This is an optimization exercise on Yosys and OpenROAD, whose aim is small area, a short achievable clock period and few clock cycles per item, not a production implementation. RTL that was checked went through simulation tests only; none was proved equivalent to the original. Only the layout flow was run in runs 5 and 6; the RTL was not checked for function there. Power is estimated from default activity; no workload was simulated.

$ cat design/flow/design.v
`timescale 1ns/1ps
module mulDivHazardUnit (
	input logic clock,
	input logic rst,
	input logic ctrlMult,
	input logic ctrlDiv,
	input logic [31:0] operandA,
	input logic [31:0] operandB,
	input logic [4:0] rdIn,
	input logic [4:0] rs1,
	input logic [4:0] rs2,
	input logic [4:0] rd,
	output logic [31:0] result,
	output logic exception,
	output logic resultRdy,
	output logic stall
);
	function automatic logic [4:0] thermLen(logic [31:0] m);
		logic [32:0] t;
		t = {1'b0, m};
		for (int k = 0; k < 5; k++) begin
			thermLen[k] = 1'b0;
			for (int j = 1; (j << k) < 32; j += 2) begin
				thermLen[k] = thermLen[k] | (t[(j << k) - 1] & ~t[((j + 1) << k) - 1]);
			end
		end
	endfunction
	function automatic logic [2:0] booth(logic b1, logic b0, logic bm);
		booth[0] = b0 ^ bm;
		booth[1] = (b1 & ~b0 & ~bm) | (~b1 & b0 & bm);
		booth[2] = b1 & ~(b0 & bm);
	endfunction
	function automatic logic [38:0] addSk(logic [38:0] a, logic [38:0] b);
		logic [38:0] g;
		logic [38:0] p;
		logic [38:0] gg;
		logic [38:0] pp;
		g = a & b;
		p = a ^ b;
		gg = g;
		pp = p;
		for (int k = 1; k < 39; k <<= 1) begin
			for (int i = 0; i < 39; i++) begin
				if ((i & k) != 0) begin
					gg[i] = gg[i] | (pp[i] & gg[(i & ~(k - 1)) - 1]);
					pp[i] = pp[i] & pp[(i & ~(k - 1)) - 1];
				end
			end
		end
		addSk = p ^ {gg[37:0], 1'b0};
	endfunction
	logic busy;
	logic hazEn;
	logic [4:0] dest;
	logic phMul;
	logic phShift;
	logic phDiv;
	logic phFin;
	logic mulRes;
	logic zeroRes;
	logic [4:0] cnt;
	logic inv;
	logic divSb;
	logic negq;
	logic saR;
	logic ovf;
	logic sOvf;
	logic excReg;
	logic [37:0] R;
	logic [33:0] S;
	logic [31:0] Q;
	logic req;
	logic sa;
	logic sb;
	logic [31:0] magA;
	logic [31:0] magB;
	logic [31:0] maskA;
	logic [31:0] maskB;
	logic swap;
	logic dNeg;
	logic bZero;
	logic divTrivial;
	logic [4:0] lenA;
	logic [4:0] lenB;
	logic [6:0] dRaw;
	logic [4:0] lenAr;
	logic [4:0] lenBr;
	logic [4:0] dAmt;
	assign req = ctrlMult | ctrlDiv;
	assign sa = operandA[31];
	assign sb = operandB[31];
	assign magA = operandA ^ {32{sa}};
	assign magB = operandB ^ {32{sb}};
	always_comb begin
		maskA[31] = magA[31];
		maskB[31] = magB[31];
		for (int i = 30; i >= 0; i--) begin
			maskA[i] = maskA[i + 1] | magA[i];
			maskB[i] = maskB[i + 1] | magB[i];
		end
	end
	assign lenA = thermLen(maskA);
	assign lenB = thermLen(maskB);
	logic [7:0] nibA;
	logic [7:0] nibB;
	logic [7:0] nibMaskA;
	always_comb begin
		for (int k = 0; k < 8; k++) begin
			nibA[k] = |magA[4 * k +: 4];
			nibB[k] = |magB[4 * k +: 4];
		end
		nibMaskA[7] = nibA[7];
		for (int k = 6; k >= 0; k--) begin
			nibMaskA[k] = nibMaskA[k + 1] | nibA[k];
		end
	end
	assign swap = |(nibB & ~nibMaskA);
	assign dRaw = {2'b00, lenAr} + {6'b0, saR} - {2'b00, lenBr};
	assign dAmt = dRaw[5] ? 5'd31 : dRaw[4:0];
	assign dNeg = dRaw[6];
	assign bZero = operandB == 32'd0;
	assign divTrivial = bZero;
	logic rBadLoose;
	logic rBadStrict;
	logic selQ;
	logic selS1;
	logic selS2;
	logic selZ1;
	logic selZ2;
	logic fy;
	logic fz;
	logic cz;
	logic nz;
	logic [37:0] sExt;
	logic [37:0] x;
	logic [37:0] y;
	logic [37:0] z;
	logic [37:0] csaS;
	logic [37:0] csaC;
	logic [38:0] sumW;
	logic [37:0] sum;
	assign rBadLoose = ~((R[37:31] == 7'h00) | (R[37:31] == 7'h7f) |
		(R[37:0] == 38'h0080000000));
	assign rBadStrict = ~((R[37:31] == 7'h00) | (R[37:31] == 7'h7f));
	assign sExt = {{4{S[33]}}, S};
	assign x = selQ ? 38'd0 : R;
	assign y = (({6'd0, Q} & {38{selQ}}) | (sExt & {38{selS1}}) |
		({sExt[36:0], 1'b0} & {38{selS2}})) ^ {38{fy}};
	assign z = (({sExt[35:0], 2'b00} & {38{selZ1}}) |
		({sExt[34:0], 3'b000} & {38{selZ2}})) ^ {38{fz}};
	assign csaS = x ^ y ^ z;
	assign csaC = {(x[36:0] & y[36:0]) | (x[36:0] & z[36:0]) | (y[36:0] & z[36:0]), fy};
	assign sumW = addSk({csaS, cz}, {csaC, cz});
	assign nz = selS1 | selS2 | selZ1 | selZ2;
	logic [31:0] qAcc;
	logic lookAcc;
	logic [2:0] dA0;
	logic [2:0] dA1;
	logic [2:0] dM0;
	logic [2:0] dM1;
	logic fyDiv;
	logic [2:0] dAa0;
	logic [2:0] dAa1;
	logic [2:0] dAb0;
	logic [2:0] dAb1;
	assign qAcc = swap ? magA : magB;
	assign lookAcc = swap ? sa : sb;
	assign dAa0 = booth(magA[1], magA[0], sa) ^ {sa, 2'b00};
	assign dAa1 = booth(magA[3], magA[2], magA[1]) ^ {sa, 2'b00};
	assign dAb0 = booth(magB[1], magB[0], sb) ^ {sb, 2'b00};
	assign dAb1 = booth(magB[3], magB[2], magB[1]) ^ {sb, 2'b00};
	assign dA0 = swap ? dAa0 : dAb0;
	assign dA1 = swap ? dAa1 : dAb1;
	assign dM0 = booth(Q[5], Q[4], Q[3]);
	assign dM1 = booth(Q[7], Q[6], Q[5]);
	assign fyDiv = ~sum[37] ^ divSb;
	assign sum = sumW[38:1];
	logic [4:0] shAmt;
	logic [33:0] sShl;
	assign shAmt = phMul ? 5'd4 : dAmt;
	assign sShl = S << shAmt;
	logic mulLast;
	logic done;
	logic ovfNext;
	assign mulLast = Q[31:3] == 29'd0;
	assign done = (phMul & mulLast) | phFin;
	assign ovfNext = ovf | rBadLoose | (sOvf & nz);
	always_ff @(posedge clock) begin
		if (rst) begin
			busy <= 1'b0;
			hazEn <= 1'b0;
			resultRdy <= 1'b0;
			phMul <= 1'b0;
			phShift <= 1'b0;
			phDiv <= 1'b0;
			phFin <= 1'b0;
		end else begin
			resultRdy <= 1'b0;
			if (!busy) begin
				if (req) begin
					busy <= ctrlMult | ~divTrivial;
					hazEn <= (ctrlMult | ~divTrivial) & (rdIn != 5'd0);
					resultRdy <= ~ctrlMult & divTrivial;
					phMul <= ctrlMult;
					phShift <= ~ctrlMult & ~divTrivial;
				end
			end else begin
				if (done) begin
					busy <= 1'b0;
					hazEn <= 1'b0;
					resultRdy <= 1'b1;
					phMul <= 1'b0;
					phFin <= 1'b0;
				end
				if (phShift) begin
					phShift <= 1'b0;
					phDiv <= ~dNeg;
					busy <= ~dNeg;
					hazEn <= hazEn & ~dNeg;
					resultRdy <= dNeg;
				end
				if (phDiv && cnt == 5'd0) begin
					phDiv <= 1'b0;
					phFin <= 1'b1;
				end
			end
		end
	end
	always_ff @(posedge clock) begin
		if (!busy) begin
			dest <= rdIn;
			ovf <= 1'b0;
			sOvf <= 1'b0;
			inv <= swap ? sa : sb;
			saR <= sa;
			divSb <= sb;
			negq <= sa ^ sb;
			lenAr <= lenA;
			lenBr <= lenB;
			mulRes <= ctrlMult;
			zeroRes <= ~ctrlMult & divTrivial;
			excReg <= ~ctrlMult & bZero;
		end else begin
			if (phMul) begin
				ovf <= ovfNext;
				excReg <= ovfNext;
				sOvf <= sOvf | ~((S[33:29] == 5'h00) | (S[33:29] == 5'h1f));
			end
			if (phShift) begin
				cnt <= dAmt;
				zeroRes <= dNeg;
			end
			if (phDiv) begin
				cnt <= cnt - 5'd1;
			end
		end
	end
	always_ff @(posedge clock) begin
		if (!busy) begin
			selQ <= 1'b0;
			selS1 <= ctrlMult & dA0[0];
			selS2 <= ctrlMult & dA0[1];
			selZ1 <= ctrlMult & dA1[0];
			selZ2 <= ctrlMult & dA1[1];
			fy <= ctrlMult & dA0[2];
			fz <= ctrlMult & dA1[2];
			cz <= ctrlMult ? dA1[2] : sa;
		end else if (phMul) begin
			selQ <= 1'b0;
			selS1 <= dM0[0];
			selS2 <= dM0[1];
			selZ1 <= dM1[0];
			selZ2 <= dM1[1];
			fy <= dM0[2] ^ inv;
			fz <= dM1[2] ^ inv;
			cz <= dM1[2] ^ inv;
		end else begin
			selQ <= phDiv & (cnt == 5'd0);
			selS1 <= phShift | (phDiv & (cnt != 5'd0));
			selS2 <= 1'b0;
			selZ1 <= 1'b0;
			selZ2 <= 1'b0;
			fy <= phShift ? ~divSb : ((cnt == 5'd0) ? negq : fyDiv);
			fz <= 1'b0;
			cz <= 1'b0;
		end
	end
	always_ff @(posedge clock) begin
		if (!busy) begin
			S <= (~ctrlMult | swap) ? {{2{sb}}, operandB} : {{2{sa}}, operandA};
			Q <= ctrlMult ? (swap ? magA : magB) : 32'd0;
			R <= ctrlMult ? 38'd0 : {6'd0, magA};
		end else begin
			R <= sum;
			if (phMul) begin
				S <= sShl;
				Q <= {4'h0, Q[31:4]};
			end else begin
				S <= phShift ? sShl : {S[33], S[33:1]};
				Q <= {Q[30:0], phDiv & ~sum[37]};
			end
		end
	end
	assign result = R[31:0] & {32{~zeroRes}};
	assign exception = excReg | (mulRes & rBadStrict);
	assign stall = (busy & req) |
		(hazEn & ((rs1 == dest) | (rs2 == dest) | (rd == dest)));
endmodule
$ cat design/flow/run.sh
#!/bin/bash
# synth_recipe.tcl (not shown) runs the flow's synth.tcl, then flattens the netlist and writes it again
# the make line also repeats each setting of config.mk as NAME=value (left out here)
make -C /OpenROAD-flow-scripts/flow DESIGN_CONFIG=/design/flow/config.mk WORK_HOME=/design/flow/orfs CLKGATE_MAP_FILE= SYNTH_SCRIPT=/design/flow/synth_recipe.tcl finish
$ cat design/flow/config.mk
export PLATFORM = sky130hd
export DESIGN_NAME = mulDivHazardUnit
export DESIGN_NICKNAME = mulDivHazardUnit
export VERILOG_FILES = /design/flow/design.v
export SDC_FILE = /design/flow/constraint.sdc
export NUM_CORES = 4
export LEC_CHECK = 0
export ABC_AREA = 1
export CAP_MARGIN = 20
export CORE_MARGIN = 2
export CORE_UTILIZATION = 40
export SETUP_SLACK_MARGIN = 2.5
export SLEW_MARGIN = 20
$ cat design/flow/constraint.sdc
create_clock -name core_clock -period 6.0 [get_ports {clock}]
set_input_delay 1.2000 -clock core_clock [delete_from_list [all_inputs] [get_ports {clock}]]
set_output_delay 1.2000 -clock core_clock [all_outputs]
set_load 0.01 [all_outputs]
==> results.sh, run 1 <==
export IMPL_final_max_slew_viol_count=0
export IMPL_synth_seq_cells=148
export IMPL_grtUsageTotal_pct=36.49
export IMPL_ant_nets=0
export IMPL_setup_viol=0
export IMPL_synth_ff_type="dfxtp_1"
export IMPL_synth_top_cells_by_count="nand2_1, nand3_1, inv_1"
export IMPL_cts_tree="yes"
export IMPL_dp_hpwl_mm=54.10
export IMPL_p_leak_nw=9.320
export IMPL_syn_avg_cell_area_um2=6.333
export IMPL_power_density_nw_per_um2=489.2
export IMPL_io_buffers=122
export IMPL_die_x_um=198.8
export IMPL_maxSlewHeadroom_pct=32.19
export IMPL_overflow=0
export IMPL_fillers=3756
export IMPL_cp_arrival_ns=3.93
export IMPL_ioPinCount=123
export IMPL_grt_pass1_vias=16900
export IMPL_layout_drive_gt1_share_pct=16.25
export IMPL_dieArea_um2=39510
export IMPL_start_util_pct=40.48
export IMPL_utilization_pct=52.59
export IMPL_yosys_cell_count_top_type="nand2_1"
export IMPL_core_area_um2=37490
export IMPL_clk_latency_ns=0.46
export IMPL_drtIter0Drc=2068
export IMPL_seq_area_um2=3298
export IMPL_multi_input_area_um2=11640
export IMPL_min_path_type="reg -> reg"
export IMPL_antenna_found_initial=0
export IMPL_finalClockSkew_ns=0.01625
export IMPL_rsz0062_at_grt="true"
export IMPL_synth_top_cell_area_share_pct=16.38
export IMPL_r2r_cells=16
export IMPL_ys_seq_area_share_pct=21.37
export IMPL_synth_area_um2=15170
export IMPL_finalCriticalPeriod_ns=3.642
export IMPL_h_tree_depth=4
export IMPL_required_ns=6.29
export IMPL_firstDrtPassIters=6
export IMPL_max_freq_mhz=274.6
export IMPL_yosysTopAreaCell="nand2_1"
export IMPL_place_gp_congestion=1.053
export IMPL_hold_depth=2
export IMPL_synth_distinct_cells=53
export IMPL_ys_top_cells_by_area="nand2_1, dfxtp_1, nand3_1, inv_1, fa_1"
export IMPL_cts_root_buf="clkbuf_16"
export IMPL_finalHoldViolCount=0
export IMPL_cp_start_kind="flip-flop"
export IMPL_rows=71
export IMPL_crit_type="reg -> reg"
export IMPL_via_count=18030
export IMPL_drc=0
export IMPL_setup_tns_ns=0
export IMPL_cts_hold_buf=0
export IMPL_ys_warn_count=1
export IMPL_viasPerCell=5.894
export IMPL_syn2layout_area_growth_pct=29.92
export IMPL_syn_inst=2396
export IMPL_worst_pin_slew_ns=1.010
export IMPL_die_y_um=198.8
export IMPL_grt_max_degree=65
export IMPL_grt_first_pass_wirelength_mm=105.8
export IMPL_vdd_drop_max_uv=438.4
export IMPL_synth_fp_nets=2584
export IMPL_wirelength_mm=74.08
export IMPL_synthArstFlopShare_pct=0
export IMPL_cts_sinks=148
export IMPL_clockBufferDepth=2
export IMPL_cts_buffers=17
export IMPL_synth_edf_count=28
export IMPL_status="timing/DRC/antenna clean"
export IMPL_path_max_fanout=18
export IMPL_end_kind="flip-flop"
export IMPL_path_clk_slew_ns=0.07
export IMPL_finalNetCount=2723
export IMPL_drv_cap=0
export IMPL_diodes=0
export IMPL_wl_per_cell_um=24.22
export IMPL_min_period_over_period_pct=60.69
[repair_timing]
action,in CTS,in global routing
buffers inserted,31,45
gates cloned,3,8
pin swaps,25,60
gates resized for setup,154,214
setup endpoints to repair,107,100
[final cells by class]
cell class | count | area share, %
tap | 511 | 3.243
clock inverter | 14 | 0.5712
timing repair buffer | 237 | 12.35
multi-input combinational | 1848 | 59.04
sequential | 148 | 16.73
inverter | 279 | 5.693
clock buffer | 18 | 2.228
timing repair inverter | 4 | 0.1460
[cells in the final DEF (no fill, tap or decap), types with 18 or more instances in the layout]
cell type        synthesis  routed
o22ai_1                 56      33
nand2_1                662     620
nor2_1                 160     145
xnor2_1                 52      43
dlymetal6s2s_1           0      23
nand2_2                  1      31
dfxtp_1                120     100
nor4_1                  22      22
buf_4                    5      84
o21ai_0                 77      62
nand4_1                 23      23
inv_1                  266     239
ha_4                     0      24
nand3_1                429     418
xor2_1                  92      79
o22ai_2                  0      18
clkdlybuf4s50_1          0      90
edfxtp_1                28      28
ha_1                    55      29
a21oi_1                 64      53
clkinvlp_4               0      22
clkbuf_16                0      22
fa_1                    45      44
[kinds of logic after synthesis]
logic type | count (synthesis) | synth area share [%]
simple gates | 1327 | 37.64
buf+inv | 402 | 10.61
compound gates | 265 | 10.60
xor+xnor | 152 | 9.169
flops | 148 | 21.37
fa+ha+maj | 100 | 10.47
mux | 2 | 0.1319
[path summary, 6_finish.rpt]
path	start	to	slack, ns
setup / recovery	selZ1$_DFF_P_	R[16]$_DFF_P_	2.36
hold / removal	sOvf$_SDFFE_PN0P_	sOvf$_SDFFE_PN0P_	0.47
setup reg to reg	selZ1$_DFF_P_	R[16]$_DFF_P_	2.36
hold reg to reg	sOvf$_SDFFE_PN0P_	sOvf$_SDFFE_PN0P_	0.47
[layer usage]
metal	track usage [%]	wire, um	vias up	share of wire [%]
met4	23.33	5347	0	7.2
met5	0	0	-	0
li1	-	-	8164	-
met1	46.22	28650	8540	39
met3	7.325	7175	274	9.7
met2	56.66	32910	1051	44
[critical path, stage by stage (launching register included)]
cell and delay (ns):
dfxtp_2 0.38, clkinvlp_4 0.13, buf_12 0.18, o22ai_2 0.18, xor2_1 0.30, fa_1 0.49, ha_4 0.32, nand2_1 0.05
inv_1 0.09, nand2_1 0.12, nor2_4 0.15, nand2_4 0.08, nand2_8 0.10, inv_1 0.06, fa_2 0.38, xor2_4 0.28
o22ai_4 0.15
[power breakdown]
part	leakage (nW)	switching, W	internal, W
clock network	0.273	0.000528	0.000552
registers	1.26	0.000214	0.00126
logic	7.78	0.00427	0.00282
[state kept, by name (all words and copies together) (netlist names), 5 cells and up]
| name | cells |
|---|---|
| lenBr | 5 |
| Q | 32 |
| S | 34 |
| lenAr | 5 |
| cnt | 5 |
| R | 38 |
| dest | 5 |
[through the flow]
stage,area [um^2],hold slack (ns),std cells,total power (W),worst slack [ns]
finish,19720,0.4695,3059,0.009644,2.358
floorplan,15210,0.4347,2396,0.005028,2.507
CTS,18240,0.4660,3006,0.008463,2.470
global route,19720,0.4792,3059,0.01025,2.256
global placement,16750,0.4485,2940,0.006716,1.282
detailed placement,16750,0.4538,2940,0.006752,1.172
Testbench counts, summed over its fixed seeds: cycles 3,349, ops 512.
==> run 2, diff against run 1 <==
--- a/design/flow/config.mk
+++ b/design/flow/config.mk
@@ -10,4 +10,4 @@
 export CORE_MARGIN = 2
 export CORE_UTILIZATION = 40
-export SETUP_SLACK_MARGIN = 2.5
+export SETUP_SLACK_MARGIN = 1.6
 export SLEW_MARGIN = 20
==> results.sh, run 2 <==
export IMPL_rows=71
export IMPL_cts_hold_buf=0
export IMPL_dp_hpwl_mm=52.83
export IMPL_routed_wl_met3_mm=4.869
export IMPL_wirelength_mm=66.85
export IMPL_synth_area_um2=15170
export IMPL_viasPerCell=5.682
export IMPL_grt_pass1_vias=16440
export IMPL_finalNetCount=2640
export IMPL_holdPathEnd="Q[30]$_DFF_P_"
export IMPL_cts_buffers=17
export IMPL_synth_distinct_cells=53
export IMPL_dp_cells=2944
export IMPL_synth_edf_count=28
export IMPL_h_tree_depth=4
export IMPL_die_y_um=198.8
export IMPL_syn2layout_area_growth_pct=14.15
export IMPL_yosys_cell_count_top_type="nand2_1"
export IMPL_r2r_start="phMul$_SDFFE_PP0P_"
export IMPL_clockBufferDepth=2
export IMPL_drv_cap=0
export IMPL_ioPinCount=123
export IMPL_cts_root_buf="clkbuf_16"
export IMPL_finalNonFillerCells=2976
export IMPL_diodes=0
export IMPL_start_util_pct=40.48
export IMPL_final_common_cell="nand2_1"
export IMPL_overflow=0
export IMPL_ys_warn_count=1
export IMPL_min_delay_start="Q[29]$_DFF_P_"
export IMPL_crit_start="operandA[31]"
export IMPL_synthArstFlopShare_pct=0
export IMPL_final_max_slew_viol_count=0
export IMPL_fillers=4073
export IMPL_end_kind="flip-flop"
export IMPL_ys_seq_area_share_pct=21.37
export IMPL_cts_sinks=148
export IMPL_largest_registers="R x38, S x34, Q x32"
export IMPL_die_x_um=198.8
export IMPL_r2r_cells=9
export IMPL_wl_per_cell_um=22.46
export IMPL_regMostFlops="R"
export IMPL_wl_met2_mm=29.48
export IMPL_power_density_nw_per_um2=444.4
export IMPL_min_path_type="reg -> reg"
export IMPL_max_freq_mhz=242.0
export IMPL_io_buffers=122
export IMPL_firstDrtPassIters=9
export IMPL_finalCriticalPeriod_ns=4.132
export IMPL_layout_drive_gt1_share_pct=4.422
export IMPL_rrSetupSlack_ns=1.88
export IMPL_largest_reg_flops=38
export IMPL_yosysTopAreaCell="nand2_1"
export IMPL_wl_met1_mm=28.89
export IMPL_core_area_um2=37490
export IMPL_synth_top_cells_by_count="nand2_1, nand3_1, inv_1"
export IMPL_place_gp_congestion=1.001
export IMPL_cp_arrival_ns=4.48
export IMPL_path_clk_slew_ns=0.07
export IMPL_cts_tree="yes"
export IMPL_vdd_drop_max_uv=292.5
export IMPL_status="timing/DRC/antenna clean"
export IMPL_setup_viol=0
export IMPL_grtUsageTotal_pct=34.30
export IMPL_synth_top_cell_area_share_pct=16.38
export IMPL_ys_top_cells_by_area="nand2_1, dfxtp_1, nand3_1, inv_1, fa_1"
export IMPL_setup_tns_ns=0
export IMPL_hold_depth=2
export IMPL_maxSlewHeadroom_pct=27.99
export IMPL_drtIter0Drc=1805
export IMPL_postCtsSetupBuffers=0
export IMPL_worst_pin_slew_ns=1.079
export IMPL_syn_avg_cell_area_um2=6.333
export IMPL_syn_inst=2396
export IMPL_p_leak_nw=8.442
export IMPL_grt_max_degree=65
export IMPL_finalClockSkew_ns=0.02096
export IMPL_timing_rr_end="resultRdy$_SDFF_PP0_"
export IMPL_rsz0062_at_grt="false"
export IMPL_crit_type="in -> reg"
export IMPL_drc=0
export IMPL_p_total_w=0.007697
export IMPL_antenna_found_initial=0
export IMPL_path_max_fanout=22
export IMPL_dieArea_um2=39510
export IMPL_ant_nets=0
export IMPL_cp_start_kind="input pin"
export IMPL_final_cell_mix="nand2_1, nand3_1, inv_1"
export IMPL_top_layer="met4"
export IMPL_min_period_over_period_pct=68.87
export IMPL_finalHoldViolCount=0
export IMPL_synth_fp_nets=2584
export IMPL_synth_ff_type="dfxtp_1"
export IMPL_via_count=16910
export IMPL_grt_first_pass_wirelength_mm=100.3
export IMPL_required_ns=6.35
export IMPL_synth_seq_cells=148
export IMPL_clk_latency_ns=0.46
run 2: worst max path at each step:
stage,end,slack [ns]
global placement,S[13]$_DFF_P_,1.50
finish,S[4]$_DFF_P_,1.87
detailed placement,S[2]$_DFF_P_,1.45
CTS,S[26]$_DFF_P_,1.92
floorplan,lenBr[3]$_DFFE_PN_,2.25
global route,S[19]$_DFF_P_,1.61
run 2: per-stage QoR:
step                      area [um^2]  setup slack, ns  hold slack (ns)  utilization [%]
after global placement          16770            1.504           0.4597            44.72
after global routing            17320            1.606           0.5073            46.21
after detailed placement        16770            1.447           0.4645            44.72
final                           17320            1.868           0.4727            46.21
after floorplan                 15170            2.245           0.4347                -
after CTS                       17320            1.924           0.4733            46.20
run 2: power breakdown:
part           leakage [nW]  switching, W  total, W  internal [W]
sequential             1.26      0.000213   0.00147       0.00125
clock                 0.263      0.000476   0.00105      0.000578
combinational          6.92       0.00327   0.00518       0.00191
total                  8.44       0.00396   0.00770       0.00374
run 2: kinds of logic after synthesis:
kind of cell	count (synthesis)	share of synthesized area, %
AND/OR/NAND/NOR	1327	37.64
AO/OA/AOI/OAI	265	10.60
XOR/XNOR	152	9.169
multiplexers	2	0.1319
flip-flops	148	21.37
adder cells (fa/ha/maj)	100	10.47
buffers and inverters	402	10.61
run 2: what timing repair did:
action                                  CTS  global route
hold endpoints to repair                  0             0
gates resized for setup                   0             2
endpoints found under the setup margin    0             1
run 2: cell type report:
class / instances / area (um^2) / share of cell area (%)
multi-input combinational: 1846 / 10330 / 59.66
sequential: 148 / 3251 / 18.77
timing repair buffer: 160 / 1496 / 8.639
inverter: 279 / 1049 / 6.053
tap: 511 / 639.4 / 3.691
clock buffer: 19 / 442.9 / 2.557
clock inverter: 13 / 110.1 / 0.6357
run 2: worst max-delay path: stages:
cell,delay [ns]
buf_2,0.47
buf_4,0.46
nand2_1,0.09
nand2_1,0.21
nand2_1,0.10
nor2_1,0.24
nand3_1,0.15
nor2_2,0.22
nand4_1,0.12
nand2_1,0.10
inv_2,0.04
nand3_1,0.12
nor2_4,0.04
nand2_1,0.36
buf_4,0.30
nand2_1,0.08
nand3_1,0.08
nand2_1,0.05
run 2: metal layers:
metal | vias to the layer above | track usage [%]
met3 | 157 | 5.595
met5 | - | 0
met4 | 0 | 18.08
li1 | 7982 | -
met1 | 7968 | 45.49
met2 | 804 | 53.55
==> run 3, diff against run 2 <==
--- a/design/flow/config.mk
+++ b/design/flow/config.mk
@@ -10,4 +10,5 @@
 export CORE_MARGIN = 2
 export CORE_UTILIZATION = 40
-export SETUP_SLACK_MARGIN = 1.6
+export PLACE_DENSITY = 0.75
+export SETUP_SLACK_MARGIN = 2.0
 export SLEW_MARGIN = 20
==> results.sh, run 3 <==
export IMPL_viasPerCell=5.776
export IMPL_min_path_type="reg -> reg"
export IMPL_final_cell_mix="nand2_1, nand3_1, inv_1"
export IMPL_rows=71
export IMPL_synthArstFlopShare_pct=0
export IMPL_p_sw_share_pct=51.33
export IMPL_synth_area_um2=15170
export IMPL_die_x_um=198.8
export IMPL_cp_arrival_ns=4.31
export IMPL_worstPathCellList="clkinv_1 > buf_4 > nor2_1 > nand4_1 > nor4_1 > nand4_1 > nand2_1 > o21ai_0 > a21oi_1"
export IMPL_path_max_fanout=31
export IMPL_antenna_found_initial=2
export IMPL_syn2layout_area_growth_pct=17.17
export IMPL_wl_per_cell_um=22.33
export IMPL_vdd_drop_max_uv=285.7
export IMPL_place_gp_congestion=1.030
export IMPL_grt_max_degree=65
export IMPL_ioPinCount=123
export IMPL_regMostFlops="R"
export IMPL_clkPwrFrac_pct=14.7
export IMPL_final_max_slew_viol_count=0
export IMPL_firstDrtPassIters=6
export IMPL_postPlaceCellArea_um2=16760
export IMPL_synth_ff_type="dfxtp_1"
export IMPL_critPathSlowestCell="clkinv_1"
export IMPL_largest_registers="R x38, S x34, Q x32"
export IMPL_grt_pass1_vias=16430
export IMPL_cts_buffers=17
export IMPL_grt_first_pass_wirelength_mm=99.80
export IMPL_grtUsageTotal_pct=34.06
export IMPL_dp_hpwl_mm=52.39
export IMPL_crit_type="reg -> reg"
export IMPL_status="timing/DRC/antenna clean"
export IMPL_worst_pin_slew_ns=0.9701
export IMPL_p_leak_nw=8.622
export IMPL_maxSlewHeadroom_pct=34.78
export IMPL_intPower_w=0.003893
export IMPL_cts_hold_buf=0
export IMPL_cts_root_buf="clkbuf_16"
export IMPL_syn_inst=2396
export IMPL_clockBufferDepth=2
export IMPL_layout_drive_gt1_share_pct=6.632
export IMPL_via_count=17320
export IMPL_min_period_over_period_pct=66.02
export IMPL_finalCriticalPeriod_ns=3.961
export IMPL_switching_power_w=0.004105
export IMPL_path_clk_slew_ns=0.07
export IMPL_diodes=0
export IMPL_p_seq_share_pct=18.3
export IMPL_setup_viol=0
export IMPL_end_kind="flip-flop"
export IMPL_drtIter0Drc=2098
export IMPL_dieArea_um2=39510
export IMPL_final_common_cell="nand2_1"
export IMPL_final_area_um2=17780
export IMPL_cts_tree="yes"
export IMPL_synth_top_cells_by_count="nand2_1, nand3_1, inv_1"
export IMPL_synth_seq_cells=148
export IMPL_synth_distinct_cells=53
export IMPL_synth_fp_nets=2584
export IMPL_max_freq_mhz=252.5
export IMPL_h_tree_depth=4
export IMPL_synth_top_cell_area_share_pct=16.38
export IMPL_core_area_um2=37490
export IMPL_largest_reg_flops=38
export IMPL_ys_warn_count=1
export IMPL_drc=0
export IMPL_fillers=3949
export IMPL_start_util_pct=40.48
export IMPL_rsz0062_at_grt="false"
export IMPL_ys_top_cells_by_area="nand2_1, dfxtp_1, nand3_1, inv_1, fa_1"
export IMPL_drv_cap=0
export IMPL_slowest_delay_ns=0.89
export IMPL_yosys_cell_count_top_type="nand2_1"
export IMPL_overflow=0
export IMPL_finalNetCount=2663
export IMPL_yosysTopAreaCell="nand2_1"
export IMPL_finalClockSkew_ns=0.01153
export IMPL_cpMostUsedCell="nand4_1"
export IMPL_combPwrFrac_pct=67.0
export IMPL_clk_latency_ns=0.45
export IMPL_finalHoldViolCount=0
export IMPL_ant_nets=0
export IMPL_power_density_nw_per_um2=449.8
export IMPL_ys_seq_area_share_pct=21.37
export IMPL_required_ns=6.35
export IMPL_cts_sinks=148
export IMPL_io_buffers=122
export IMPL_setup_tns_ns=0
export IMPL_synth_edf_count=28
export IMPL_wirelength_mm=66.98
export IMPL_syn_avg_cell_area_um2=6.333
export IMPL_cp_start_kind="flip-flop"
export IMPL_die_y_um=198.8
run 3: cell type report:
type	count	area, um^2	area share [%]
inverter	279	1077	6.059
clock inverter	11	132.6	0.7460
clock buffer	21	493.0	2.773
timing repair buffer	181	1723	9.690
tap	511	639.4	3.596
timing repair inverter	2	15.01	0.08445
multi-input combinational	1846	10440	58.69
sequential	148	3264	18.36
run 3: kinds of logic (layout without fill, tap and decap cells):
| group | count (synthesis) | after routing | share of synthesized area (%) |
|---|---|---|---|
| XOR/XNOR | 152 | 152 | 9.169 |
| flip-flops | 148 | 148 | 21.37 |
| AO/OA/AOI/OAI | 265 | 265 | 10.60 |
| adder cells (fa/ha/maj) | 100 | 100 | 10.47 |
| AND/OR/NAND/NOR | 1327 | 1327 | 37.64 |
| buffers and inverters | 402 | 494 | 10.61 |
| multiplexers | 2 | 2 | 0.1319 |
run 3: power groups by stage:
| stage | clock [W] | sequential, W | combinational, W |
|---|---|---|---|
| floorplan | 0 | 0.00137 | 0.00365 |
| global placement | 0 | 0.00147 | 0.00501 |
| detailed placement | 0 | 0.00147 | 0.00508 |
| CTS | 0.00117 | 0.00145 | 0.00515 |
| global route | 0.00121 | 0.00149 | 0.00593 |
| finish | 0.00118 | 0.00146 | 0.00536 |
run 3: layer usage:
| layer | up-vias | part of all wire (%) | track usage (%) | wire [um] |
|---|---|---|---|---|
| met3 | 215 | 9.0 | 4.934 | 6035 |
| met1 | 8081 | 40 | 43.61 | 26630 |
| met5 | - | 0.040 | 0 | 27 |
| met2 | 980 | 44 | 54.35 | 29690 |
| li1 | 8043 | - | - | - |
| met4 | 4 | 6.9 | 20.51 | 4588 |
run 3: worst paths after layout:
path	startpoint	endpoint	slack, ns	cells past startpoint
setup / recovery	phMul$_SDFFE_PP0P_	resultRdy$_SDFF_PP0_	2.04	9
hold / removal	sOvf$_SDFFE_PN0P_	sOvf$_SDFFE_PN0P_	0.48	2
setup reg to reg	phMul$_SDFFE_PP0P_	resultRdy$_SDFF_PP0_	2.04	9
hold reg to reg	sOvf$_SDFFE_PN0P_	sOvf$_SDFFE_PN0P_	0.48	2
run 3: what timing repair did:
action                                  CTS  global route
cloned                                    0             2
gates resized for setup                  14            50
pin swaps                                 0             2
endpoints found under the setup margin   92            54
setup buffers                             1            20
run 3: through the flow:
stage / utilization [%] / hold slack [ns] / power, W / std cells / setup WS, ns
floorplan: - / 0.4347 / 0.005025 / 2396 / 2.245
global placement: 44.72 / 0.4570 / 0.006473 / 2944 / 1.240
detailed placement: 44.72 / 0.4602 / 0.006552 / 2944 / 1.196
CTS: 46.50 / 0.4716 / 0.007773 / 2977 / 1.997
global route: 47.43 / 0.4930 / 0.008623 / 2999 / 1.983
finish: 47.43 / 0.4756 / 0.007998 / 2999 / 2.039
run 3: critical path, delay by kind of cell (launching register included):
family                 cells  cell delay, ns
AOI/OAI and AO/OA          2            0.35
and+or+nand+nor            5            1.21
DFF                        1            0.88
buffers and inverters      2            1.41
==> run 4, diff against run 3 <==
--- a/design/flow/config.mk
+++ b/design/flow/config.mk
@@ -10,5 +10,4 @@
 export CORE_MARGIN = 2
 export CORE_UTILIZATION = 40
-export PLACE_DENSITY = 0.75
 export SETUP_SLACK_MARGIN = 2.0
 export SLEW_MARGIN = 20
==> results.sh, run 4 <==
export IMPL_regMostFlops="R"
export IMPL_viasPerCell=5.685
export IMPL_fillers=4034
export IMPL_holdPathEnd="Q[30]$_DFF_P_"
export IMPL_grtUsageTotal_pct=34.29
export IMPL_synth_top_family_by_area="simple AND/OR/NAND/NOR gates"
export IMPL_cp_arrival_ns=3.95
export IMPL_synth_mux_area_fraction_pct=0.1319
export IMPL_cpMostUsedCell="nor2_2"
export IMPL_core_area_um2=37490
export IMPL_place_gp_congestion=1.001
export IMPL_setup_viol=0
export IMPL_critPathSlowestCell="clkdlybuf4s50_1"
export IMPL_cts_buffers=17
export IMPL_drv_cap=0
export IMPL_min_path_type="reg -> reg"
export IMPL_start_util_pct=40.48
export IMPL_required_ns=6.20
export IMPL_finalClockSkew_ns=0.01970
export IMPL_ys_top_cells_by_area="nand2_1, dfxtp_1, nand3_1, inv_1, fa_1"
export IMPL_final_common_cell="nand2_1"
export IMPL_postPlaceCellArea_um2=16770
export IMPL_path_max_fanout=5
export IMPL_min_period_over_period_pct=62.64
export IMPL_cp_depth=15
export IMPL_vdd_drop_max_uv=294.7
export IMPL_final_cell_mix="nand2_1, nand3_1, inv_1"
export IMPL_largest_registers="R x38, S x34, Q x32"
export IMPL_ys_warn_count=1
export IMPL_syn_inst=2396
export IMPL_max_freq_mhz=266.1
export IMPL_yosysTopAreaCell="nand2_1"
export IMPL_synth_ff_type="dfxtp_1"
export IMPL_finalHoldViolCount=0
export IMPL_finalCriticalPeriod_ns=3.759
export IMPL_p_leak_nw=8.580
export IMPL_ys_seq_area_share_pct=21.37
export IMPL_synth_fp_nets=2584
export IMPL_timing_rr_end="resultRdy$_SDFF_PP0_"
export IMPL_synth_top_cells_by_count="nand2_1, nand3_1, inv_1"
export IMPL_final_max_slew_viol_count=0
export IMPL_layout_drive_gt1_share_pct=7.220
export IMPL_yosys_cell_count_top_type="nand2_1"
export IMPL_dp_hpwl_mm=52.83
export IMPL_status="timing/DRC/antenna clean"
export IMPL_r2r_cells=9
export IMPL_firstDrtPassIters=9
export IMPL_crit_type="in -> reg"
export IMPL_clockBufferDepth=2
export IMPL_hold_depth=2
export IMPL_wirelength_mm=67.85
export IMPL_cts_hold_buf=0
export IMPL_antenna_found_initial=0
export IMPL_r2r_start="phMul$_SDFFE_PP0P_"
export IMPL_worst_pin_slew_ns=1.070
export IMPL_drtIter0Drc=1820
export IMPL_diodes=0
export IMPL_synth_xor_area_share_pct=9.169
export IMPL_via_count=17080
export IMPL_syn_avg_cell_area_um2=6.333
export IMPL_maxSlewHeadroom_pct=27.98
export IMPL_drc=0
export IMPL_synth_area_um2=15170
export IMPL_dieArea_um2=39510
export IMPL_slowest_delay_ns=0.47
export IMPL_wl_per_cell_um=22.58
export IMPL_rrSetupSlack_ns=2.25
export IMPL_synthArstFlopShare_pct=0
export IMPL_die_x_um=198.8
export IMPL_h_tree_depth=4
export IMPL_ioPinCount=123
export IMPL_largest_reg_flops=38
export IMPL_synth_seq_cells=148
export IMPL_cp_start_kind="input pin"
export IMPL_grt_first_pass_wirelength_mm=100.3
export IMPL_overflow=0
export IMPL_synth_distinct_cells=53
export IMPL_rows=71
export IMPL_synthAdderAreaFrac_pct=10.47
export IMPL_grt_pass1_vias=16430
export IMPL_synth_edf_count=28
export IMPL_rsz0062_at_grt="false"
export IMPL_die_y_um=198.8
export IMPL_ant_nets=0
export IMPL_path_clk_slew_ns=0.07
export IMPL_crit_family="simple AND/OR/NAND/NOR gates"
export IMPL_synth_simple_gate_area_share_pct=37.64
export IMPL_cts_root_buf="clkbuf_16"
export IMPL_setup_tns_ns=0
export IMPL_synth_compound_area_share_pct=10.60
export IMPL_finalNetCount=2668
export IMPL_end_kind="flip-flop"
export IMPL_power_density_nw_per_um2=441.7
export IMPL_synth_top_cell_area_share_pct=16.38
export IMPL_worstPathCellList="clkdlybuf4s50_1 > inv_1 > ha_1 > nor2_1 > nand3_1 > inv_1 > nand3_1 > inv_2 > nand3_2 > nor2_2 > nand3_2 > nor2_2 > nand2_1 > nor2_2 > o21ai_0"
export IMPL_clk_latency_ns=0.46
export IMPL_cts_tree="yes"
export IMPL_grt_max_degree=65
export IMPL_cts_sinks=148
export IMPL_cp_num_buf_inv=4
export IMPL_final_area_um2=17770
export IMPL_min_delay_start="Q[29]$_DFF_P_"
export IMPL_io_buffers=122
export IMPL_syn2layout_area_growth_pct=17.08
## run 4: per-stage QoR
stage          total power (W)  hold WS [ns]  setup slack, ns  std cells  utilization, %
2_1_floorplan         0.005025        0.4347            2.245       2396               -
3_3_place_gp          0.006554        0.4597            1.504       2944           44.72
3_5_place_dp          0.006561        0.4645            1.447       2944           44.72
4_1_cts               0.007661        0.4733            2.020       2976           46.22
5_1_grt               0.008555        0.5073            1.989       3004           47.39
6_report              0.007848        0.4732            2.241       3004           47.39
## run 4: repair_timing
action | in CTS | in global routing
endpoints found under the hold margin | 0 | 0
endpoints found under the setup margin | 21 | 57
gates cloned | 0 | 2
buffers inserted | 0 | 26
resized for setup | 4 | 60
## run 4: worst register-to-register path, delay by kind of cell (launching register included)
kind | cells | cell delay [ns]
buf+inv | 2 | 0.64
simple gates | 5 | 2.10
compound gates | 2 | 0.28
flops | 1 | 0.65
## run 4: report_power, final
group          total (W)  switching [W]  internal (W)
Clock            0.00105       0.000475      0.000578
Combinational    0.00533        0.00334       0.00199
Sequential       0.00147       0.000208       0.00126
## run 4: cell type report
cell class | count | area, um^2 | share of cell area (%)
repair inverters | 2 | 15.01 | 0.08451
inverters | 279 | 1085 | 6.106
repair buffers | 186 | 1747 | 9.831
well taps | 511 | 639.4 | 3.599
multi-input cells | 1846 | 10460 | 58.88
clock inverters | 13 | 110.1 | 0.6197
flip-flops and latches | 148 | 3267 | 18.39
clock buffers | 19 | 442.9 | 2.493
## run 4: worst max-delay path by stage
| stage | start | slack, ns | endpoint |
|---|---|---|---|
| floorplan | operandB[31] | 2.25 | lenBr[3]$_DFFE_PN_ |
| global placement | operandA[31] | 1.50 | S[13]$_DFF_P_ |
| detailed placement | operandA[31] | 1.45 | S[2]$_DFF_P_ |
| CTS | lenBr[3]$_DFFE_PN_ | 2.02 | S[19]$_DFF_P_ |
| global route | S[4]$_DFF_P_ | 1.99 | R[22]$_DFF_P_ |
| finish | operandB[30] | 2.24 | lenBr[3]$_DFFE_PN_ |
## run 4: kinds of logic after synthesis
family / after synthesis
adder cells (fa/ha/maj): 100
AO/OA/AOI/OAI: 265
buffers and inverters: 402
flip-flops: 148
AND/OR/NAND/NOR: 1327
multiplexers: 2
XOR/XNOR: 152
## run 4: per-layer routing
metal,part of all wire [%],global-route usage [%]
met2,44,53.55
met4,5.7,17.99
met3,8.0,5.476
met1,42,45.57
met5,0,0
==> run 5, diff against run 4 <==
--- a/design/flow/design.v
+++ b/design/flow/design.v
@@ -117,5 +117,5 @@
 	assign swap = |(nibB & ~nibMaskA);
 	assign dRaw = {2'b00, lenAr} + {6'b0, saR} - {2'b00, lenBr};
-	assign dAmt = dRaw[5] ? 5'd31 : dRaw[4:0];
+	assign dAmt = dRaw[4:0];
 	assign dNeg = dRaw[6];
 	assign bZero = operandB == 32'd0;
@@ -178,5 +178,5 @@
 	logic [4:0] shAmt;
 	logic [33:0] sShl;
-	assign shAmt = phMul ? 5'd4 : dAmt;
+	assign shAmt = dAmt;
 	assign sShl = S << shAmt;
 	logic mulLast;
@@ -237,5 +237,5 @@
 			negq <= sa ^ sb;
 			lenAr <= lenA;
-			lenBr <= lenB;
+			lenBr <= {lenB[4:1], lenB[0] | (lenB[4:1] == 4'd0)};
 			mulRes <= ctrlMult;
 			zeroRes <= ~ctrlMult & divTrivial;
@@ -294,5 +294,5 @@
 			R <= sum;
 			if (phMul) begin
-				S <= sShl;
+				S <= {S[29:0], 4'h0};
 				Q <= {4'h0, Q[31:4]};
 			end else begin
==> results.sh, run 5 <==
export IMPL_path_clk_slew_ns=0.08
export IMPL_cp_num_buf_inv=2
export IMPL_required_ns=4.80
export IMPL_clockBufferDepth=2
export IMPL_die_x_um=195.6
export IMPL_worst_pin_slew_ns=1.163
export IMPL_ys_seq_area_share_pct=22.15
export IMPL_ioPinCount=123
export IMPL_final_area_um2=17220
export IMPL_seq_area_um2=3267
export IMPL_cts_tree="yes"
export IMPL_final_common_cell="nand2_1"
export IMPL_synthArstFlopShare_pct=0
export IMPL_maxSlewHeadroom_pct=22.37
export IMPL_synth_edf_count=29
export IMPL_grt_first_pass_wirelength_mm=93.62
export IMPL_dp_cells=2712
export IMPL_cp_start_kind="input pin"
export IMPL_p_leak_nw=8.082
export IMPL_switching_power_w=0.004279
export IMPL_min_path_type="reg -> reg"
export IMPL_rsz0062_at_grt="false"
export IMPL_clkPwrFrac_pct=13.5
export IMPL_largest_reg_flops=38
export IMPL_cp_arrival_ns=2.66
export IMPL_syn2layout_area_growth_pct=17.23
export IMPL_synth_seq_cells=148
export IMPL_grt_max_degree=52
export IMPL_final_cell_mix="nand2_1, inv_1, nand3_1"
export IMPL_finalHoldViolCount=0
export IMPL_firstDrtPassIters=7
export IMPL_combPwrFrac_pct=68.7
export IMPL_wirelength_mm=63.10
export IMPL_cts_buffers=17
export IMPL_finalNetCount=2458
export IMPL_intPower_w=0.003902
export IMPL_yosys_cell_count_top_type="nand2_1"
export IMPL_postPlaceCellArea_um2=16300
export IMPL_rows=70
export IMPL_grt_pass1_vias=14980
export IMPL_core_area_um2=36350
export IMPL_synth_fp_nets=2385
export IMPL_largest_registers="R x38, S x34, Q x32"
export IMPL_layout_drive_gt1_share_pct=7.180
export IMPL_finalCriticalPeriod_ns=3.863
export IMPL_wl_per_cell_um=22.92
export IMPL_synth_top_cell_area_share_pct=16.22
export IMPL_end_kind="output pin"
export IMPL_final_max_slew_viol_count=0
export IMPL_h_tree_depth=4
export IMPL_crit_type="in -> out"
export IMPL_viasPerCell=5.753
export IMPL_grtUsageTotal_pct=32.76
export IMPL_power_density_nw_per_um2=475.1
export IMPL_dp_hpwl_mm=50.21
export IMPL_ant_nets=0
export IMPL_min_period_over_period_pct=64.38
export IMPL_antenna_found_initial=3
export IMPL_cts_sinks=148
export IMPL_multi_input_area_um2=10090
export IMPL_p_seq_share_pct=17.8
export IMPL_vdd_drop_max_uv=216.2
export IMPL_synth_area_um2=14690
export IMPL_drtIter0Drc=1759
export IMPL_regMostFlops="R"
export IMPL_path_max_fanout=1
export IMPL_finalNonFillerCells=2753
export IMPL_start_util_pct=40.41
export IMPL_overflow=0
export IMPL_dieArea_um2=38270
export IMPL_max_freq_mhz=258.9
export IMPL_drv_cap=0
export IMPL_die_y_um=195.6
export IMPL_place_gp_congestion=1.049
export IMPL_timing_final_ws_setup_ns=2.137
export IMPL_worstPathCellList="clkdlybuf4s50_1 > xnor2_1 > nand3_1 > o311ai_2 > nand2_1 > o21ai_0 > dlygate4sd2_1"
export IMPL_status="timing/DRC/antenna clean"
export IMPL_synth_distinct_cells=60
export IMPL_slowest_delay_ns=0.49
export IMPL_pre_cts_slack_ns=1.381
export IMPL_ys_top_cells_by_area="dfxtp_1, nand2_1, inv_1, fa_1, edfxtp_1"
export IMPL_syn_inst=2198
export IMPL_drc=0
export IMPL_synth_ff_type="dfxtp_1"
export IMPL_p_sw_share_pct=52.31
export IMPL_via_count=15840
export IMPL_fillers=3745
export IMPL_cts_root_buf="clkbuf_16"
export IMPL_setup_tns_ns=0
export IMPL_finalClockSkew_ns=0.01288
export IMPL_setup_viol=0
export IMPL_clk_latency_ns=0.47
export IMPL_syn_avg_cell_area_um2=6.683
export IMPL_yosysTopAreaCell="dfxtp_1"
export IMPL_rrSetupSlack_ns=2.18
export IMPL_ys_warn_count=1
export IMPL_crit_family="buffers and inverters"
export IMPL_critPathSlowestCell="clkdlybuf4s50_1"
export IMPL_io_buffers=122
export IMPL_synth_top_cells_by_count="nand2_1, inv_1, nand3_1"
## run 5: cells by family (layout without fill, tap and decap cells)
logic type      count (synthesis)  count (layout)  share of synthesized area [%]
flops                         148             148                          22.15
compound gates                413             413                          17.38
other cells                     0               1                              0
simple gates                  964             965                          27.50
mux                            12              12                         0.8177
xor+xnor                      161             162                          10.42
fa+ha+maj                      99              99                          10.73
buf+inv                       401             485                          11.01
## run 5: timing repair
action | in CTS | in global routing
cloned | 0 | 2
hold buffers | 0 | 0
pin swaps | 0 | 4
resized for setup | 13 | 50
setup buffers | 0 | 6
setup endpoints to repair | 29 | 42
## run 5: cell type report
cell class                      instances  share of cell area [%]
Clock buffer                           19                   2.630
Timing Repair Buffer                  168                   9.402
Inverter                              285                   6.256
Sequential cell                       148                   18.97
Tap cell                              468                   3.400
Multi-Input combinational cell       1651                   58.61
Clock inverter                         13                  0.7193
Antenna cell                            1                 0.01453
## run 5: metal layers
layer / share of wire, % / GRT usage, % / wire length (um)
met5: 0.043 / 0 / 27
met4: 4.9 / 14.93 / 3077
met3: 8.9 / 7.409 / 5633
met2: 44 / 51.32 / 27590
met1: 42 / 43.00 / 26770
## run 5: path summary, 6_finish.rpt
path | start | to | cells past startpoint
worst max-delay path | rd[3] | stall | 7
worst min-delay path | Q[2]$_DFF_P_ | Q[3]$_DFF_P_ | 2
worst max register to register | S[14]$_DFF_P_ | R[30]$_DFF_P_ | 15
worst min register to register | Q[2]$_DFF_P_ | Q[3]$_DFF_P_ | 2
## run 5: power groups by stage
stage	Combinational (W)	Sequential, W	Clock (W)
after floorplan	0.00376	0.00139	0
after global placement	0.00530	0.00147	0
after detailed placement	0.00536	0.00147	0
after CTS	0.00543	0.00145	0.00111
after global routing	0.00627	0.00148	0.00115
final	0.00562	0.00146	0.00111
## run 5: through the flow
step | power (W) | hold WS, ns | util (%)
3_3_place_gp | 0.006770 | 0.4688 | 44.84
2_1_floorplan | 0.005153 | 0.4347 | -
3_5_place_dp | 0.006834 | 0.4717 | 44.84
4_1_cts | 0.007983 | 0.4845 | 46.50
6_report | 0.008181 | 0.4844 | 47.38
5_1_grt | 0.008901 | 0.5017 | 47.37
## run 5: worst register-to-register path: stages, from the launching register on
cell and delay [ns]:
dfxtp_2 0.40, clkinvlp_4 0.23, o221ai_1 0.29, xor2_1 0.29, fa_1 0.49, ha_1 0.35
nand2_1 0.10, nor2_2 0.17, and3_1 0.16, nand2_1 0.08, nand2_4 0.14, a21oi_4 0.09
o21ai_0 0.23, a21oi_1 0.09, o21ai_1 0.22, o21ai_0 0.28
==> run 6, diff against run 5 <==
--- a/design/flow/config.mk
+++ b/design/flow/config.mk
@@ -6,5 +6,4 @@
 export NUM_CORES = 4
 export LEC_CHECK = 0
-export ABC_AREA = 1
 export CAP_MARGIN = 20
 export CORE_MARGIN = 2
==> results.sh, run 6 <==
export IMPL_cp_arrival_ns=4.52
export IMPL_end_kind="flip-flop"
export IMPL_clk_latency_ns=0.47
export IMPL_firstDrtPassIters=11
export IMPL_p_leak_nw=6.575
export IMPL_cts_root_buf="clkbuf_16"
export IMPL_min_path_type="reg -> reg"
export IMPL_start_util_pct=40.71
export IMPL_finalCriticalPeriod_ns=4.145
export IMPL_final_common_cell="nand2_1"
export IMPL_crit_type="reg -> reg"
export IMPL_finalClockSkew_ns=0.02596
export IMPL_combPwrFrac_pct=68.7
export IMPL_timing_final_ws_setup_ns=1.855
export IMPL_dp_hpwl_mm=44.26
export IMPL_timing_hold_ws_ns=0.4723
export IMPL_grt_max_degree=59
export IMPL_cp_start_kind="flip-flop"
export IMPL_diodes=0
export IMPL_viasPerCell=6.408
export IMPL_required_ns=6.37
export IMPL_ant_nets=0
export IMPL_layout_drive_gt1_share_pct=10.55
export IMPL_largest_registers="R x38, S x34, Q x32"
export IMPL_final_cell_mix="nand2_1, xnor2_1, nor2_1"
export IMPL_finalHoldViolCount=0
export IMPL_ys_seq_area_share_pct=21.78
export IMPL_p_sw_share_pct=47.15
export IMPL_intPower_w=0.004583
export IMPL_wirelength_mm=59.65
export IMPL_die_y_um=197.3
export IMPL_synth_fp_nets=2028
export IMPL_io_buffers=122
export IMPL_synth_distinct_cells=78
export IMPL_worstPathCellList="buf_6 > a222oi_1 > xnor2_1 > fa_1 > ha_4 > a21o_1 > a2111o_1 > a21o_4 > nand3b_1 > a31oi_4 > mux2_4 > or4b_1 > o211ai_1"
export IMPL_regMostFlops="R"
export IMPL_synth_area_um2=14940
export IMPL_path_max_fanout=8
export IMPL_synth_edf_count=29
export IMPL_switching_power_w=0.004089
export IMPL_ys_warn_count=1
export IMPL_setup_tns_ns=0
export IMPL_antenna_found_initial=2
export IMPL_grt_pass1_vias=14510
export IMPL_final_max_slew_viol_count=0
export IMPL_core_area_um2=36700
export IMPL_die_x_um=197.3
export IMPL_setup_viol=0
export IMPL_largest_reg_flops=38
export IMPL_slowest_delay_ns=0.63
export IMPL_syn_inst=1841
export IMPL_cts_buffers=17
export IMPL_min_period_over_period_pct=69.08
export IMPL_rows=70
export IMPL_pre_cts_slack_ns=1.004
export IMPL_finalNetCount=2041
export IMPL_maxSlewHeadroom_pct=17.35
export IMPL_clockBufferDepth=2
export IMPL_overflow=0
export IMPL_place_gp_congestion=0.9997
export IMPL_synth_ff_type="dfxtp_1"
export IMPL_status="timing/DRC/antenna clean"
export IMPL_cts_sinks=148
export IMPL_vdd_drop_max_uv=311.4
export IMPL_cts_tree="yes"
export IMPL_rsz0062_at_grt="true"
export IMPL_drtIter0Drc=1744
export IMPL_via_count=14960
export IMPL_synthArstFlopShare_pct=0
export IMPL_wl_per_cell_um=25.54
export IMPL_yosysTopAreaCell="dfxtp_1"
export IMPL_ioPinCount=123
export IMPL_ys_top_cells_by_area="dfxtp_1, xnor2_1, fa_1, mux2i_1, edfxtp_1"
export IMPL_grt_first_pass_wirelength_mm=89.40
export IMPL_power_density_nw_per_um2=492.6
export IMPL_critPathSlowestCell="fa_1"
export IMPL_max_freq_mhz=241.3
export IMPL_yosys_cell_count_top_type="nand2_1"
export IMPL_drc=0
export IMPL_dieArea_um2=38910
export IMPL_synth_top_cells_by_count="nand2_1, clkbuf_1, xnor2_1"
export IMPL_worst_pin_slew_ns=1.220
export IMPL_synth_seq_cells=148
export IMPL_h_tree_depth=4
export IMPL_drv_cap=0
export IMPL_path_clk_slew_ns=0.09
export IMPL_clkPwrFrac_pct=12.8
export IMPL_grtUsageTotal_pct=30.51
export IMPL_p_seq_share_pct=18.5
export IMPL_utilization_pct=47.97
export IMPL_synth_top_cell_area_share_pct=15.95
export IMPL_syn2layout_area_growth_pct=17.84
export IMPL_syn_avg_cell_area_um2=8.114
run 6: changes by cell type in the layout (fill, tap and decap cells not counted), moves of 76 or more:
cell	before	now
inv_1	270	46
nor2b_1	0	81
mux2i_1	12	88
xnor2_1	50	127
nand3_1	168	40
nand2_1	561	160
run 6: critical path: cells and delay by family (launching register included):
kind                       cells  cell delay (ns)
AOI/OAI and AO/OA              6             1.44
adders and majority gates      2             0.85
and+or+nand+nor                2             0.66
DFF                            1             0.41
muxes                          1             0.37
buffers and inverters          1             0.15
xor gates and xnor gates       1             0.14
run 6: area by class of cell:
type | instances | area [um^2]
multi-input combinational | 1459 | 11210
clock inverter | 15 | 153.9
clock buffer | 17 | 425.4
tap | 468 | 585.6
timing repair buffer | 179 | 1755
fill | 3553 | 19090
sequential | 148 | 3284
inverter | 49 | 183.9
run 6: layer usage:
metal	GRT usage [%]	wire, um	vias to the layer above
met3	5.139	5166	146
met1	38.97	24260	7204
met5	0	0	-
met2	49.15	27140	838
met4	16.62	3074	0
li1	-	-	6774
run 6: worst paths after layout:
check	from	endpoint	slack, ns	cells after the start
setup / recovery	selS1$_DFF_P_	fy$_DFF_P_	1.86	13
hold / removal	ovf$_SDFFE_PN0P_	ovf$_SDFFE_PN0P_	0.47	2
setup reg to reg	selS1$_DFF_P_	fy$_DFF_P_	1.86	13
hold reg to reg	ovf$_SDFFE_PN0P_	ovf$_SDFFE_PN0P_	0.47	2
run 6: repair_timing:
item                                    in CTS  in global routing
pin swaps                                   44                 43
hold endpoints to repair                     0                  0
hold buffers                                 0                  0
gates resized for setup                     57                 28
gates cloned                                 0                  0
endpoints found under the setup margin      52                 50
setup buffers                               12                 13
run 6: cells by family (layout without fill, tap and decap cells):
group,count (synthesis),in the layout,synth area share [%]
AND/OR/NAND/NOR,562,562,18.63
AO/OA/AOI/OAI,495,495,23.11
flip-flops,148,148,21.78
buffers and inverters,234,260,6.165
adder cells (fa/ha/maj),99,99,10.55
XOR/XNOR,188,188,11.02
multiplexers,115,115,8.744
run 6: power groups by stage:
stage	logic [W]	registers, W	clock network, W
final	0.00596	0.00161	0.00111
after global routing	0.00652	0.00164	0.00114
after CTS	0.00553	0.00161	0.00111
after global placement	0.00492	0.00162	0
after detailed placement	0.00498	0.00163	0
after floorplan	0.00384	0.00136	0
run 6: stage by stage:
| step | power [W] | instances | instance area, um^2 |
|---|---|---|---|
| 6_report | 0.008672 | 2335 | 17600 |
| 5_1_grt | 0.009296 | 2335 | 17600 |
| 4_1_cts | 0.008238 | 2320 | 17280 |
| 3_5_place_dp | 0.006611 | 2276 | 16300 |
| 3_3_place_gp | 0.006545 | 2276 | 16300 |
| 2_1_floorplan | 0.005205 | 1841 | 14950 |
==> run 7, diff against run 6 <==
--- a/design/flow/design.v
+++ b/design/flow/design.v
@@ -78,4 +78,6 @@
 	logic [31:0] maskB;
 	logic swap;
+	logic swap2;
+	logic fastNeg;
 	logic dNeg;
 	logic bZero;
@@ -116,9 +118,11 @@
 	end
 	assign swap = |(nibB & ~nibMaskA);
+	assign swap2 = |(nibB & ~{nibMaskA[6:0], 1'b1});
 	assign dRaw = {2'b00, lenAr} + {6'b0, saR} - {2'b00, lenBr};
 	assign dAmt = dRaw[4:0];
 	assign dNeg = dRaw[6];
 	assign bZero = operandB == 32'd0;
-	assign divTrivial = bZero;
+	assign fastNeg = sa ? swap2 : swap;
+	assign divTrivial = bZero | fastNeg;
 	logic rBadLoose;
 	logic rBadStrict;
--- a/design/flow/config.mk
+++ b/design/flow/config.mk
@@ -6,4 +6,5 @@
 export NUM_CORES = 4
 export LEC_CHECK = 0
+export ABC_AREA = 1
 export CAP_MARGIN = 20
 export CORE_MARGIN = 2
==> results.sh, run 7 <==
export IMPL_seq_area_um2=3264
export IMPL_final_max_slew_viol_count=0
export IMPL_synth_xor_area_share_pct=9.587
export IMPL_syn_avg_cell_area_um2=6.923
export IMPL_cpMostUsedCell="nand2_1"
export IMPL_final_cell_mix="nand2_1, inv_1, nor2_1"
export IMPL_finalHoldViolCount=0
export IMPL_synth_top_family_by_area="simple AND/OR/NAND/NOR gates"
export IMPL_synth_seq_cells=148
export IMPL_die_y_um=193.9
export IMPL_grtUsageTotal_pct=34.60
export IMPL_syn_inst=2083
export IMPL_ant_nets=0
export IMPL_io_buffers=122
export IMPL_utilization_pct=47.60
export IMPL_timing_final_ws_setup_ns=2.019
export IMPL_die_x_um=193.9
export IMPL_end_kind="flip-flop"
export IMPL_largest_registers="R x38, S x34, Q x32"
export IMPL_cts_sinks=148
export IMPL_worst_pin_slew_ns=1.052
export IMPL_synth_top_cells_by_count="nand2_1, inv_1, nor2_1"
export IMPL_setup_tns_ns=0
export IMPL_wirelength_mm=66.23
export IMPL_grt_first_pass_wirelength_mm=96.55
export IMPL_yosysTopAreaCell="dfxtp_1"
export IMPL_ys_warn_count=1
export IMPL_vdd_drop_max_uv=282.7
export IMPL_grtUsageMet2_pct=53.35
export IMPL_synth_top_cell_area_share_pct=16.52
export IMPL_largest_reg_flops=38
export IMPL_min_path_type="reg -> reg"
export IMPL_status="timing/DRC/antenna clean"
export IMPL_slowest_delay_ns=0.50
export IMPL_crit_type="in -> reg"
export IMPL_via_count=15770
export IMPL_cts_tree="yes"
export IMPL_viasPerCell=5.972
export IMPL_ys_seq_area_share_pct=22.56
export IMPL_antenna_found_initial=1
export IMPL_rows=69
export IMPL_finalClockSkew_ns=0.01524
export IMPL_ys_top_cells_by_area="dfxtp_1, nand2_1, fa_1, edfxtp_1, inv_1"
export IMPL_synth_compound_area_share_pct=22.06
export IMPL_dp_hpwl_mm=51.80
export IMPL_path_max_fanout=24
export IMPL_cp_arrival_ns=4.31
export IMPL_finalNetCount=2352
export IMPL_wl_per_cell_um=25.09
export IMPL_yosys_cell_count_top_type="nand2_1"
export IMPL_pre_cts_slack_ns=1.116
export IMPL_critPathSlowestCell="clkdlybuf4s50_1"
export IMPL_regMostFlops="R"
export IMPL_p_leak_nw=7.596
export IMPL_synth_area_um2=14420
export IMPL_synth_ff_type="dfxtp_1"
export IMPL_synth_distinct_cells=66
export IMPL_clk_latency_ns=0.47
export IMPL_power_density_nw_per_um2=455.6
export IMPL_cp_start_kind="input pin"
export IMPL_synth_simple_gate_area_share_pct=23.01
export IMPL_dieArea_um2=37590
export IMPL_final_common_cell="nand2_1"
export IMPL_worstPathCellList="clkdlybuf4s50_1 > inv_1 > nand2_1 > nand2_1 > nand2_1 > nor2_4 > nand2_2 > nor2_8 > nand4_4 > inv_2 > nand3_2 > nand3_4 > inv_4 > o211ai_1 > o221ai_1"
export IMPL_fillers=3709
export IMPL_overflow=0
export IMPL_ioPinCount=123
export IMPL_firstDrtPassIters=6
export IMPL_synthAdderAreaFrac_pct=10.93
export IMPL_cts_root_buf="clkbuf_16"
export IMPL_path_clk_slew_ns=0.08
export IMPL_grt_pass1_vias=14930
export IMPL_max_freq_mhz=251.2
export IMPL_syn2layout_area_growth_pct=17.40
export IMPL_required_ns=6.33
export IMPL_drv_cap=0
export IMPL_multi_input_area_um2=9908
export IMPL_start_util_pct=40.54
export IMPL_setup_viol=0
export IMPL_use_met3_pct=6.036
export IMPL_drtIter0Drc=1765
export IMPL_layout_drive_gt1_share_pct=7.851
export IMPL_synthArstFlopShare_pct=0
export IMPL_grt_util_met1_pct=45.63
export IMPL_finalCriticalPeriod_ns=3.981
export IMPL_synth_edf_count=29
export IMPL_place_gp_congestion=1.039
export IMPL_grt_max_degree=66
export IMPL_synth_mux_area_fraction_pct=1.735
export IMPL_rsz0062_at_grt="true"
export IMPL_drc=0
export IMPL_clockBufferDepth=2
export IMPL_cts_buffers=17
export IMPL_cts_hold_buf=0
export IMPL_synth_fp_nets=2270
export IMPL_core_area_um2=35570
export IMPL_h_tree_depth=4
export IMPL_top_usage_layer="met2"
export IMPL_min_period_over_period_pct=66.35
export IMPL_maxSlewHeadroom_pct=29.00
==> run 7: path summary, 6_finish.rpt <==
check / cells past startpoint / startpoint / slack, ns / end
min: 2 / ovf$_SDFFE_PN0P_ / 0.46 / ovf$_SDFFE_PN0P_
min reg2reg: 2 / ovf$_SDFFE_PN0P_ / 0.46 / ovf$_SDFFE_PN0P_
max: 15 / operandA[29] / 2.02 / Q[8]$_DFF_P_
max reg2reg: 11 / lenBr[0]$_DFFE_PN_ / 2.16 / S[28]$_DFF_P_
==> run 7: metal layers <==
layer  wire length, um  part of all wire [%]
met2             28950                    44
met4              4059                   6.1
met1             27440                    41
met5                49                 0.074
met3              5733                   8.7
==> run 7: through the flow <==
| stage | hold slack (ns) | total power, W | area (um^2) | instances |
|---|---|---|---|---|
| floorplan | 0.4284 | 0.004857 | 14420 | 2083 |
| finish | 0.4619 | 0.007714 | 16930 | 2640 |
| detailed placement | 0.4483 | 0.006333 | 15950 | 2588 |
| global route | 0.4881 | 0.008332 | 16930 | 2639 |
| global placement | 0.4435 | 0.006317 | 15950 | 2588 |
| CTS | 0.4587 | 0.007499 | 16600 | 2624 |
==> run 7: what timing repair did <==
item	in CTS	in global routing
resized for setup	11	55
setup endpoints to repair	78	72
pin swaps	1	7
gates cloned	0	2
setup buffers	4	13
==> run 7: power by group <==
| group | internal [W] | switching (W) | leakage (nW) |
|---|---|---|---|
| clock | 0.000591 | 0.000538 | 0.285 |
| combinational | 0.00186 | 0.00329 | 6.05 |
| sequential | 0.00125 | 0.000180 | 1.27 |
==> run 7: area by class of cell <==
class                           instances  area share, %
Antenna cell                            1        0.01478
Tap cell                              461          3.407
Clock buffer                           18          2.535
Clock inverter                         14         0.9311
Multi-Input combinational cell       1579          58.52
Sequential cell                       148          19.28
Inverter                              248          5.639
Timing Repair Buffer                  171          9.673
==> run 7: worst max-delay path: cells and delay by family <==
kind                   cells  cell delay (ns)
AND/OR/NAND/NOR            9             1.52
buffers and inverters      4             0.96
AO/OA/AOI/OAI              2             0.60
==> run 7: cells by family (layout without fill, tap and decap cells) <==
family | Yosys count | count (layout)
flip-flops | 148 | 148
AO/OA/AOI/OAI | 521 | 521
buffers and inverters | 358 | 451
adder cells (fa/ha/maj) | 99 | 99
XOR/XNOR | 145 | 145
multiplexers | 25 | 25
AND/OR/NAND/NOR | 787 | 789
other | 0 | 1
Testbench counts of run 7, summed over its fixed seeds: cycles 3,265, ops 512.

==> re-timing with driven ports <==
No port has a modelled driver above. Below, the same layouts with a new extraction and two added sets of constraints. Step 1, drivers: a clkbuf_16 drives clock and a buf_2 each remaining input, both assumed. Step 2 times the ports against the registers' clock, not the clock port: input delays grow and output delays shrink by t, the midpoint of the rising clock arrivals with the driver on. a / b / c = ideal ports / drivers / drivers and shift; a / b = the first two.
run	t (ns)	slack for setup (ns)	hold slack, ns	worst setup path after step 2
run 1	0.507	2.358 / 2.358 / 2.016	0.469 / 0.469 / 0.469	input to register
run 2	0.500	1.868 / 1.882 / 1.388	0.473 / 0.473 / 0.473	input to register
run 3	0.491	2.039 / 2.039 / 1.654	0.476 / 0.476 / 0.476	input to register
run 4	0.501	2.241 / 2.247 / 1.746	0.473 / 0.473 / 0.473	input to register
run 5	0.516	2.137 / 2.111 / 1.716	0.484 / 0.484 / 0.484	input to register
run 6	0.512	1.855 / 1.855 / 1.585	0.472 / 0.472 / 0.472	input to register
run 7	0.524	2.019 / 2.055 / 1.531	0.462 / 0.462 / 0.462	input to register
After both steps setup and hold are still met in every run listed. The setup slack of run 4, which loses most, moves by +0.006 ns with the drivers and by -0.495 ns with both steps.
